Context: an optimization exercise on an open-source flow, tuned for small area, a short achievable clock period and few clock cycles per item. The choices shown serve that exercise and are no tape-out recipe. Function was checked by simulation only, so behaviour that the tests miss may differ from the original. Power figures rest on the tool's default switching activity, not on a simulated workload.

==> module spq_datapath, before the edit <==
module spq_datapath (
    input  logic                          clk,
    input  logic                          rst_n,
    input  logic                          load,
    input  logic                          exec,
    input  logic                          exec_next,
    input  logic                          out_load_next,
    input  logic                          out_load_live,
    input  logic                          s_mode,
    input  logic [spq_pkg::DATA_BITS-1:0] s_data,
    input  logic [spq_pkg::PRIO_BITS-1:0] s_prio,
    output logic [23:0]                   result
);
    localparam int D  = spq_pkg::DEPTH;
    localparam int W  = spq_pkg::IN_BITS;
    localparam int DB = spq_pkg::DATA_BITS;
    localparam int CB = spq_pkg::CNT_BITS;
    logic          in_mode;
    logic [DB-1:0] in_data;
    logic [spq_pkg::PRIO_BITS-1:0] in_prio;
    logic [spq_pkg::PRIO_BITS-1:0] in_prio_n;
    logic [W-1:0]  slot [D];
    logic [CB-1:0] count;
    logic [DB-1:0] popped;
    logic [1:0]    status;
    logic [23:0]   out_word;
    logic [D-1:0]  valid;
    logic [D-1:0]  le;
    logic          full;
    logic          empty;
    logic          is_push;
    logic          push_ok;
    logic          pop_ok;
    logic          nonempty;
    always_ff @(posedge clk)
    begin
        if (load)
        begin
            in_mode <= s_mode;
            in_data <= s_data;
            in_prio <= s_prio;
            in_prio_n <= ~s_prio;
        end
    end
    assign full    = count[CB-1];
    assign empty   = !nonempty;
    assign is_push = (in_mode == spq_pkg::MODE_PUSH);
    logic push_ok_q;
    logic pop_ok_q;
    assign push_ok = push_ok_q;
    assign pop_ok  = pop_ok_q;
    function automatic logic prio_le(input logic [spq_pkg::PRIO_BITS-1:0] a,
                                     input logic [spq_pkg::PRIO_BITS-1:0] b);
        logic gt;
        logic eq;
        gt = 1'b0;
        eq = 1'b1;
        for (int k = spq_pkg::PRIO_BITS - 1; k >= 0; k--)
        begin
            gt = gt | (eq & a[k] & ~b[k]);
            eq = eq & ~(a[k] ^ b[k]);
        end
        prio_le = ~gt;
    endfunction
    logic [D-1:0] cmp;
    logic         cmp_ins;
    logic [D-1:0] le_q;
    logic [D-1:0] le_next;
    always_comb
    begin
        for (int i = 0; i < D; i++)
        begin
            valid[i] = count[CB-1] | (count[CB-2:0] > (CB-1)'(i));
            cmp[i]   = valid[i] && prio_le(slot[i][W-1:DB], s_prio);
        end
        cmp_ins = prio_le(~in_prio_n, s_prio);
    end
    assign le = le_q;
    logic [D-1:0] sel_keep;
    logic [D-1:0] sel_next;
    logic [D-1:0] sel_prev;
    logic [D-1:0] sel_new;
    logic [W-1:0] slot_next [D];
    always_comb
    begin
        for (int i = 0; i < D; i++)
        begin
            sel_next[i] = (i < D - 1) ? pop_ok : 1'b0;
            sel_new[i]  = push_ok && !le[i] && ((i == 0) ? 1'b1 : le[(i > 0) ? i - 1 : 0]);
            sel_prev[i] = push_ok && !le[i] && ((i == 0) ? 1'b0 : !le[(i > 0) ? i - 1 : 0]);
            sel_keep[i] = !(sel_next[i] || sel_new[i] || sel_prev[i]);
            slot_next[i] = ({W{sel_keep[i]}} & slot[i])
                         | ({W{sel_new[i]}}  & {in_prio, in_data})
                         | ({W{sel_next[i]}} & slot[(i < D - 1) ? i + 1 : i])
                         | ({W{sel_prev[i]}} & slot[(i > 0) ? i - 1 : 0]);
            le_next[i]   = (sel_keep[i] && cmp[i] && !((i == D - 1) && pop_ok))
                         | (sel_new[i]  && cmp_ins)
                         | (sel_next[i] && cmp[(i < D - 1) ? i + 1 : i])
                         | (sel_prev[i] && cmp[(i > 0) ? i - 1 : 0]);
        end
    end
    always_ff @(posedge clk)
    begin
        if (load)
        begin
            le_q <= le_next;
        end
    end
    always_ff @(posedge clk)
    begin
        for (int i = 0; i < D; i++)
        begin
            slot[i] <= slot_next[i];
        end
    end
    logic [CB-1:0] count_next;
    always_comb
    begin
        count_next = count;
        if (push_ok)
            count_next = count + 1'b1;
        else if (pop_ok)
            count_next = count - 1'b1;
    end
    always_ff @(posedge clk or negedge rst_n)
    begin
        if (!rst_n)
            count <= '0;
        else
            count <= count_next;
    end
    logic [DB-1:0] popped_next;
    logic [1:0]    status_next;
    logic [DB-1:0] front_next;
    logic          fvalid_next;
    logic [23:0]   result_next;
    logic [23:0]   result_live;
    always_comb
    begin
        popped_next = pop_ok ? slot[0][DB-1:0] : '0;
        fvalid_next = is_push | valid[1];
        if (is_push)
        begin
            status_next = full ? spq_pkg::ST_FULL : spq_pkg::ST_OK;
            front_next  = (!full && !le[0]) ? in_data : slot[0][DB-1:0];
        end
        else
        begin
            status_next = empty ? spq_pkg::ST_EMPTY : spq_pkg::ST_OK;
            front_next  = valid[1] ? slot[1][DB-1:0] : '0;
        end
    end
    logic nonempty_next;
    logic in_mode_next;
    assign nonempty_next = exec ? fvalid_next : nonempty;
    assign in_mode_next  = load ? s_mode : in_mode;
    always_ff @(posedge clk or negedge rst_n)
    begin
        if (!rst_n)
        begin
            nonempty  <= 1'b0;
            push_ok_q <= 1'b0;
            pop_ok_q  <= 1'b0;
        end
        else
        begin
            nonempty  <= nonempty_next;
            push_ok_q <= exec_next && (in_mode_next == spq_pkg::MODE_PUSH) && !count_next[CB-1];
            pop_ok_q  <= exec_next && (in_mode_next == spq_pkg::MODE_POP) && nonempty_next;
        end
    end
    assign result_next = {count_next, fvalid_next, front_next, status_next, popped_next};
    assign result_live = {count, nonempty, nonempty ? slot[0][DB-1:0] : '0, status, popped};
    always_ff @(posedge clk)
    begin
        if (exec)
        begin
            popped <= popped_next;
            status <= status_next;
        end
        if (out_load_next)
            out_word <= result_next;
        else if (out_load_live)
            out_word <= result_live;
    end
    assign result = out_word;
endmodule
export LEC_CHECK = 0
export CAP_MARGIN = 20
export CORE_MARGIN = 2
export CORE_UTILIZATION = 72
export CTS_CLUSTER_DIAMETER = 60
export CTS_CLUSTER_SIZE = 30
export SETUP_SLACK_MARGIN = 2.8
export SLEW_MARGIN = 20
export TNS_END_PERCENT = 100
create_clock -name core_clock -period 5.0 [get_ports {clk}]
run.sh (not shown) runs the stock make flow with config.mk's settings and CLKGATE_MAP_FILE= SYNTH_SCRIPT=/design/flow/synth_recipe.tcl, a recipe that flattens the netlist after the stock synthesis.
Testbench counts at the start, summed over its fixed seeds: cycles 9,616, items 9,600.
==> next run, changes <==
--- a/flow/design.v
+++ b/flow/design.v
@@ -202,6 +202,5 @@
     logic [DB-1:0] front_next;
     logic          fvalid_next;
-    logic [23:0]   result_next;
-    logic [23:0]   result_live;
+    logic [23:0]   result_word;
     always_comb
     begin
@@ -238,6 +237,8 @@
         end
     end
-    assign result_next = {count_next, fvalid_next, front_next, status_next, popped_next};
-    assign result_live = {count, nonempty, nonempty ? slot[0][DB-1:0] : '0, status, popped};
+    assign result_word = {count_next, nonempty_next,
+                          exec ? front_next : (nonempty ? slot[0][DB-1:0] : '0),
+                          exec ? status_next : status,
+                          exec ? popped_next : popped};
     always_ff @(posedge clk)
     begin
@@ -247,8 +248,6 @@
             status <= status_next;
         end
-        if (out_load_next)
-            out_word <= result_next;
-        else if (out_load_live)
-            out_word <= result_live;
+        if (out_load_next || out_load_live)
+            out_word <= result_word;
     end
     assign result = out_word;
After rerunning: The changed run completed with no timing, DRC or antenna violations. Setup slack loses 0.17 ns. Combinational power goes down by about 4%. Wire length goes down by 4.2%. Register-to-register slack loses 0.18 ns. Total power goes down by 0.88%. Synthesized cell count goes down by about 1.2%. Sequential share of layout area hardly moves. Sequential cell count does not change. Fmax goes down by 6.9%.
Testbench counts after the change, summed over its fixed seeds: cycles 9,616, items 9,600.


the reference run:
The RTL this note starts from:
==> flow/design.v <==
package spq_pkg;
    localparam int DEPTH     = 16;
    localparam int DATA_BITS = 8;
    localparam int PRIO_BITS = 8;
    localparam int CNT_BITS  = $clog2(DEPTH + 1);
    localparam int IN_BITS   = DATA_BITS + PRIO_BITS;
    localparam int IN_BYTES  = (IN_BITS + 7) / 8;
    localparam int OUT_BITS  = DATA_BITS + 2 + DATA_BITS + 1 + CNT_BITS;
    localparam int OUT_BYTES = (OUT_BITS + 7) / 8;
    localparam logic MODE_PUSH = 1'b0;
    localparam logic MODE_POP  = 1'b1;
    typedef enum logic [1:0] {
        ST_OK    = 2'd0,
        ST_EMPTY = 2'd1,
        ST_FULL  = 2'd2
    } status_t;
endpackage
module spq_ctrl (
    input  logic clk,
    input  logic rst_n,
    input  logic s_tvalid,
    output logic s_tready,
    output logic m_tvalid,
    input  logic m_tready,
    output logic exec,
    output logic out_load_next,
    output logic out_load_live
);
    logic in_valid;
    logic out_valid;
    logic skid_valid;
    logic out_free;
    assign s_tready = !(in_valid && skid_valid);
    assign exec     = in_valid && !skid_valid;
    assign m_tvalid = out_valid;
    assign out_free = !out_valid || m_tready;
    assign out_load_next = exec && out_free;
    assign out_load_live = skid_valid && m_tready;
    always_ff @(posedge clk or negedge rst_n)
    begin
        if (!rst_n)
        begin
            in_valid   <= 1'b0;
            out_valid  <= 1'b0;
            skid_valid <= 1'b0;
        end
        else
        begin
            in_valid   <= (s_tvalid && s_tready) || (in_valid && !exec);
            out_valid  <= exec || skid_valid || (out_valid && !m_tready);
            skid_valid <= skid_valid ? !m_tready : (exec && !out_free);
        end
    end
endmodule
module spq_datapath (
    input  logic                          clk,
    input  logic                          rst_n,
    input  logic                          load,
    input  logic                          exec,
    input  logic                          out_load_next,
    input  logic                          out_load_live,
    input  logic                          s_mode,
    input  logic [spq_pkg::DATA_BITS-1:0] s_data,
    input  logic [spq_pkg::PRIO_BITS-1:0] s_prio,
    output logic [23:0]                   result
);
    localparam int D  = spq_pkg::DEPTH;
    localparam int W  = spq_pkg::IN_BITS;
    localparam int DB = spq_pkg::DATA_BITS;
    localparam int CB = spq_pkg::CNT_BITS;
    logic          in_mode;
    logic [DB-1:0] in_data;
    logic [spq_pkg::PRIO_BITS-1:0] in_prio;
    logic [W-1:0]  slot [D];
    logic [CB-1:0] count;
    logic [DB-1:0] popped;
    logic [1:0]    status;
    logic [23:0]   out_word;
    logic [D-1:0]  valid;
    logic [D-1:0]  le;
    logic          full;
    logic          empty;
    logic          is_push;
    logic          push_ok;
    logic          pop_ok;
    always_ff @(posedge clk)
    begin
        if (load)
        begin
            in_mode <= s_mode;
            in_data <= s_data;
            in_prio <= s_prio;
        end
    end
    assign full    = count[CB-1];
    assign empty   = (count == '0);
    assign is_push = (in_mode == spq_pkg::MODE_PUSH);
    assign push_ok = exec && is_push && !full;
    assign pop_ok  = exec && !is_push && !empty;
    function automatic logic prio_le(input logic [spq_pkg::PRIO_BITS-1:0] a,
                                     input logic [spq_pkg::PRIO_BITS-1:0] b);
        logic gt;
        logic eq;
        gt = 1'b0;
        eq = 1'b1;
        for (int k = spq_pkg::PRIO_BITS - 1; k >= 0; k--)
        begin
            gt = gt | (eq & a[k] & ~b[k]);
            eq = eq & ~(a[k] ^ b[k]);
        end
        prio_le = ~gt;
    endfunction
    logic [D-1:0] cmp;
    logic         cmp_ins;
    logic [D-1:0] le_q;
    logic [D-1:0] le_next;
    always_comb
    begin
        for (int i = 0; i < D; i++)
        begin
            valid[i] = count[CB-1] | (count[CB-2:0] > (CB-1)'(i));
            cmp[i]   = valid[i] && prio_le(slot[i][W-1:DB], s_prio);
        end
        cmp_ins = prio_le(in_prio, s_prio);
    end
    assign le = le_q;
    logic [D-1:0] sel_keep;
    logic [D-1:0] sel_next;
    logic [D-1:0] sel_prev;
    logic [D-1:0] sel_new;
    logic [W-1:0] slot_next [D];
    always_comb
    begin
        for (int i = 0; i < D; i++)
        begin
            sel_next[i] = (i < D - 1) ? pop_ok : 1'b0;
            sel_new[i]  = push_ok && !le[i] && ((i == 0) ? 1'b1 : le[(i > 0) ? i - 1 : 0]);
            sel_prev[i] = push_ok && !le[i] && ((i == 0) ? 1'b0 : !le[(i > 0) ? i - 1 : 0]);
            sel_keep[i] = !(sel_next[i] || sel_new[i] || sel_prev[i]);
            slot_next[i] = ({W{sel_keep[i]}} & slot[i])
                         | ({W{sel_new[i]}}  & {in_prio, in_data})
                         | ({W{sel_next[i]}} & slot[(i < D - 1) ? i + 1 : i])
                         | ({W{sel_prev[i]}} & slot[(i > 0) ? i - 1 : 0]);
            le_next[i]   = (sel_keep[i] && cmp[i] && !((i == D - 1) && pop_ok))
                         | (sel_new[i]  && cmp_ins)
                         | (sel_next[i] && cmp[(i < D - 1) ? i + 1 : i])
                         | (sel_prev[i] && cmp[(i > 0) ? i - 1 : 0]);
        end
    end
    always_ff @(posedge clk)
    begin
        if (load)
        begin
            le_q <= le_next;
        end
    end
    always_ff @(posedge clk)
    begin
        for (int i = 0; i < D; i++)
        begin
            slot[i] <= slot_next[i];
        end
    end
    logic [CB-1:0] count_next;
    always_comb
    begin
        count_next = count;
        if (push_ok)
            count_next = count + 1'b1;
        else if (pop_ok)
            count_next = count - 1'b1;
    end
    always_ff @(posedge clk or negedge rst_n)
    begin
        if (!rst_n)
            count <= '0;
        else
            count <= count_next;
    end
    logic [DB-1:0] popped_next;
    logic [1:0]    status_next;
    logic [DB-1:0] front_next;
    logic [23:0]   result_next;
    logic [23:0]   result_live;
    always_comb
    begin
        popped_next = pop_ok ? slot[0][DB-1:0] : '0;
        if (is_push)
            status_next = full ? spq_pkg::ST_FULL : spq_pkg::ST_OK;
        else
            status_next = empty ? spq_pkg::ST_EMPTY : spq_pkg::ST_OK;
        if (pop_ok)
            front_next = valid[1] ? slot[1][DB-1:0] : '0;
        else if (push_ok && !le[0])
            front_next = in_data;
        else
            front_next = empty ? '0 : slot[0][DB-1:0];
    end
    assign result_next = {count_next, count_next != '0, front_next, status_next, popped_next};
    assign result_live = {count, !empty, empty ? '0 : slot[0][DB-1:0], status, popped};
    always_ff @(posedge clk)
    begin
        if (exec)
        begin
            popped <= popped_next;
            status <= status_next;
        end
        if (out_load_next)
            out_word <= result_next;
        else if (out_load_live)
            out_word <= result_live;
    end
    assign result = out_word;
endmodule
module stable_priority_queue (
    input  logic                                clk,
    input  logic                                rst_n,
    input  logic                                s_tvalid,
    output logic                                s_tready,
    input  logic [spq_pkg::IN_BYTES*8-1:0]      s_tdata,
    input  logic                                s_tuser,
    output logic                                m_tvalid,
    input  logic                                m_tready,
    output logic [spq_pkg::OUT_BYTES*8-1:0]     m_tdata
);
    logic exec;
    logic out_load_next;
    logic out_load_live;
    spq_ctrl u_ctrl (
        .clk        (clk),
        .rst_n      (rst_n),
        .s_tvalid   (s_tvalid),
        .s_tready   (s_tready),
        .m_tvalid   (m_tvalid),
        .m_tready   (m_tready),
        .exec          (exec),
        .out_load_next (out_load_next),
        .out_load_live (out_load_live)
    );
    spq_datapath u_datapath (
        .clk        (clk),
        .rst_n      (rst_n),
        .load       (s_tready),
        .exec          (exec),
        .out_load_next (out_load_next),
        .out_load_live (out_load_live),
        .s_mode     (s_tuser),
        .s_data     (s_tdata[spq_pkg::DATA_BITS-1:0]),
        .s_prio     (s_tdata[spq_pkg::IN_BITS-1:spq_pkg::DATA_BITS]),
        .result     (m_tdata)
    );
endmodule
Settings: LEC_CHECK=0, CAP_MARGIN=20, CORE_MARGIN=2, CORE_UTILIZATION=40, SETUP_SLACK_MARGIN=3.0, SLEW_MARGIN=20, TNS_END_PERCENT=0; clock period 5.0 ns.
Testbench counts of the reference run, summed over its fixed seeds: cycles 9,616, items 9,600.
Here is what was changed in the inputs of the trial run compared with the reference run.
-- flow/design.v --
<<< the reference run, line 111
        prio_le = ~gt;
    endfunction
    logic [D-1:0] cmp;
    logic         cmp_ins;
    logic [D-1:0] le_q;
    logic [D-1:0] le_next;
    always_comb
    begin
>>> the trial run, line 111
        prio_le = ~gt;
    endfunction
    always_comb
    begin
<<< the reference run, line 120
        begin
            valid[i] = count[CB-1] | (count[CB-2:0] > (CB-1)'(i));
            cmp[i]   = valid[i] && prio_le(slot[i][W-1:DB], s_prio);
        end
        cmp_ins = prio_le(in_prio, s_prio);
    end
    assign le = le_q;
    logic [D-1:0] sel_keep;
    logic [D-1:0] sel_next;
>>> the trial run, line 116
        begin
            valid[i] = count[CB-1] | (count[CB-2:0] > (CB-1)'(i));
            le[i]    = valid[i] && prio_le(slot[i][W-1:DB], in_prio);
        end
    end
    logic [D-1:0] sel_keep;
    logic [D-1:0] sel_next;
<<< the reference run, line 142
                         | ({W{sel_next[i]}} & slot[(i < D - 1) ? i + 1 : i])
                         | ({W{sel_prev[i]}} & slot[(i > 0) ? i - 1 : 0]);
            le_next[i]   = (sel_keep[i] && cmp[i] && !((i == D - 1) && pop_ok))
                         | (sel_new[i]  && cmp_ins)
                         | (sel_next[i] && cmp[(i < D - 1) ? i + 1 : i])
                         | (sel_prev[i] && cmp[(i > 0) ? i - 1 : 0]);
        end
    end
    always_ff @(posedge clk)
    begin
        if (load)
        begin
            le_q <= le_next;
        end
    end
>>> the trial run, line 136
                         | ({W{sel_next[i]}} & slot[(i < D - 1) ? i + 1 : i])
                         | ({W{sel_prev[i]}} & slot[(i > 0) ? i - 1 : 0]);
        end
    end
--- outcome ---
The trial run vs. the reference run: clock skew saw little to no change; post-synthesis async set-or-reset flop share saw little to no change; flip-flop and latch count saw a decrease; largest vdd supply drop saw an increase; global-route usage saw an increase.
Looking at endpoint of the worst setup timing path, the u_datapath.le_q[8] result is from the reference run; the u_datapath.slot[1][5] one comes from the trial run.
The trial run against the reference run: sequential cell area lost 6.6%; global-route wire length before repair picked up an extra 7000 um; area of all placed cells without fillers picked up an extra about 1.8%; worst reg-to-reg setup slack lost 0.22 ns; final critical-path required period picked up an extra 0.17 ns.
Summary of the comparison: number of clock buffers in the layout is lower in the trial run, relative to the reference run.
Between the reference run and the trial run, the horizontal die dimension figures differ only marginally.
Testbench counts of the trial run, summed over its fixed seeds: cycles 9,616, items 9,600.

## re-timing with driven ports
The flow's constraints put no driver on any port. The routed layouts listed below were extracted and timed again, unchanged, in two steps. Step 1, drivers: a clkbuf_16 drives clk and a buf_2 each remaining input, both assumed. Step 2 moves the port delays by t, midway between the first and last clock arrival at a register: inputs arrive t later, outputs are due t later. That takes back most of the time a late clock gives input paths. a / b / c = ideal / step 1 / step 2; a / b = the first two.
run | t, ns | setup WS [ns] | worst hold slack (ns) | worst setup path after step 2 | pins driven straight from the clock port
the first run of note 1 | 0.611 | 2.738 / 2.737 / 2.126 | 0.470 / 0.470 / 0.470 | input to register | 1
the second run of note 1 | 0.613 | 2.571 / 2.571 / 1.958 | 0.469 / 0.469 / 0.469 | input to register | 1
the reference run | 0.587 | 2.531 / 2.515 / 1.970 | 0.454 / 0.454 / 0.454 | input to register | 1
the trial run | 0.583 | 2.362 / 2.362 / 2.070 | 0.454 / 0.454 / 0.454 | input to register | 1
After both steps every run listed still meets setup and hold. For the second run of note 1, which loses most, drivers alone change the setup slack by 0.000 ns; drivers and shift together by -0.613 ns.
